What follows belongs to an exercise in optimizing a design on an open flow for small area and a short achievable clock period; a production flow would make more cautious choices.
RTL that was checked went through simulation tests only; none was proved equivalent to the original.

## before
// emac_tx_top
module emac_tx_top (
  input  logic                       tx_clk_i,
  input  logic                       reset_i,
  input  logic                       wr_en_i,
  input  logic                       rd_en_i,
  input  logic [emac_pkg::ADR_W-1:0] adr_i,
  input  emac_pkg::word_t            wr_data_i,
  output emac_pkg::word_t            rd_data_o,
  output logic                       tx_en_o,
  output emac_pkg::byte_t            tx_d_o
);
Size: roughly 5,000 cells after synthesis, about 2,500 flip-flops, ~0.066 sq mm of cells after synthesis.
Settings: LEC_CHECK=0, ABC_CLOCK_PERIOD_IN_PS=2400, CAP_MARGIN=20, CORE_MARGIN=2, CORE_UTILIZATION=40, SETUP_SLACK_MARGIN=3.3, SLEW_MARGIN=20; clock period 5.4 ns.
standard.sh (not shown) runs the stock make flow with config.mk's settings and CLKGATE_MAP_FILE= SYNTH_SCRIPT=/design/flow/synth_recipe.tcl, a recipe that flattens the netlist after the stock synthesis.
==> flow/flow/run.sh <==
#!/bin/bash
# Standard layout, with the port buffers made from buf_4 cells instead of
# the default pick, and larger clock sink clusters.
set -o pipefail
export BUFFER_PORTS_ARGS="-buffer_cell sky130_fd_sc_hd__buf_4"
export CTS_ARGS="-sink_clustering_enable -repair_clock_nets -sink_clustering_size 24 -sink_clustering_max_diameter 150"
bash standard.sh > standard.log 2>&1
The inputs of after differ from those of before as listed below.
-- flow/design.v --
<<< before, line 118
  input  logic            sync_i,       
  input  logic            dmode_i,      
  output emac_pkg::word_t cur_o
);
>>> after, line 118
  input  logic            sync_i,       
  input  logic            dmode_i,      
  input  emac_pkg::word_t wd1_i,        
  output emac_pkg::word_t wd0_o,
  output emac_pkg::word_t cur_o
);
<<< before, line 125
  logic [DEPTH*W-1:0] ring_d;
  emac_pkg::word_t    wd0, wd1;
  emac_pkg::word_t    wsel;
  logic [3:0]         v;
>>> after, line 127
  logic [DEPTH*W-1:0] ring_d;
  emac_pkg::word_t    wd0, wd1;
  assign wd1   = wd1_i;
  assign wd0_o = wd0;
  emac_pkg::word_t    wsel;
  logic [3:0]         v;
<<< before, line 174
    ring <= ring_d;
    wd0  <= data_i;
    wd1  <= wd0;
  end
  always_comb begin
>>> after, line 178
    ring <= ring_d;
    wd0  <= data_i;
  end
  always_comb begin
<<< before, line 225
  input  logic            en_i,
  input  emac_pkg::byte_t data_i,
  output emac_pkg::word_t crc_o,
  output emac_pkg::word_t crc_next_o
>>> after, line 228
  input  logic            en_i,
  input  emac_pkg::byte_t data_i,
  input  logic            dmode_i,      
  input  emac_pkg::word_t dly_i,
  output emac_pkg::word_t crc_o,
  output emac_pkg::word_t crc_next_o
<<< before, line 246
    end else if (en_i) begin
      crc_o <= crc_next_o;
    end
  end
>>> after, line 251
    end else if (en_i) begin
      crc_o <= crc_next_o;
    end else if (dmode_i) begin
      crc_o <= dly_i;
    end
  end
<<< before, line 407
                  ({8{r_fcs}}    & fcs_byte);
  assign busy_o      = !st_idle || start_i;
  assign crc_clear_o = st_idle && start_i;
  assign buf_pop_o   = st_pay && load_o;
  assign sync_o      = st_fcs;
>>> after, line 414
                  ({8{r_fcs}}    & fcs_byte);
  assign busy_o      = !st_idle || start_i;
  assign crc_clear_o = st_pre && (cnt_q == emac_pkg::PREAMBLE_LEN - 1);
  assign buf_pop_o   = st_pay && load_o;
  assign sync_o      = st_fcs;
<<< before, line 472
  logic                           dmode;
  emac_pkg::byte_t                crc_data;
  emac_pkg::word_t                cur;
  emac_pkg::mac_addr_t            my_mac;
>>> after, line 479
  logic                           dmode;
  emac_pkg::byte_t                crc_data;
  emac_pkg::word_t                wd0;
  emac_pkg::word_t                cur;
  emac_pkg::mac_addr_t            my_mac;
<<< before, line 507
    .sync_i    (sync),
    .dmode_i   (dmode),
    .cur_o    (cur)
  );
>>> after, line 515
    .sync_i    (sync),
    .dmode_i   (dmode),
    .wd1_i     (crc),
    .wd0_o     (wd0),
    .cur_o    (cur)
  );
<<< before, line 515
    .en_i       (crc_en),
    .data_i     (crc_data),
    .crc_o      (crc),
    .crc_next_o (crc_next)
>>> after, line 525
    .en_i       (crc_en),
    .data_i     (crc_data),
    .dmode_i    (dmode),
    .dly_i      (wd0),
    .crc_o      (crc),
    .crc_next_o (crc_next)
--- outcome ---
after: count of non-CTS inverters in the layout 30% below before
Comparing number of antenna repair diodes for after and before, the smaller number came from after.
In terms of final cycle utilization of the critical path, after and before differ only marginally.
Wire: after routes less than before
Against before, y dimension of the die in after fell slightly.
after has non-clock buffer count above what before had.
Diff after..before | minimum clock period after layout | negligible
When the final numbers for after and before were put side by side, the area fraction of clock buffers and clock inverters turned out to be smaller in after.
after vs before — post-detailed-placement half-perimeter wirelength dropped slightly
Going from before to after, final net count roughly the same; total via count in the routed design shrank by 284; final area went down.
Only the layout flow was run in before; the RTL was not checked for function there.

## static timing again, ports no longer ideal
Ports are ideal in the flow. The routed layouts listed here were re-timed in OpenROAD.
Step 1 assumes that a clkbuf_16 drives the clock port and a buf_2 every other input.
Step 2 moves the port delays by t, midway between the first and last clock arrival at a register: inputs arrive t later, outputs are due t later. That takes back most of the time a late clock gives input paths.
Three values: ideal ports, drivers, drivers and shift; two values: the first two.
| run | t (ns) | setup WS [ns] | clock arrival spread, ns | worst slew at a driven data input, ns |
|---|---|---|---|---|
| before | 0.829 | 2.923 / 2.844 / 2.460 | 0.048 / 0.048 | 0.11 |
| after | 0.821 | 2.921 / 2.844 / 2.536 | 0.045 / 0.044 | 0.07 |
After both steps setup and hold are still met in every run listed. For before, which loses most, drivers alone change the setup slack by -0.079 ns; drivers and shift together by -0.463 ns.
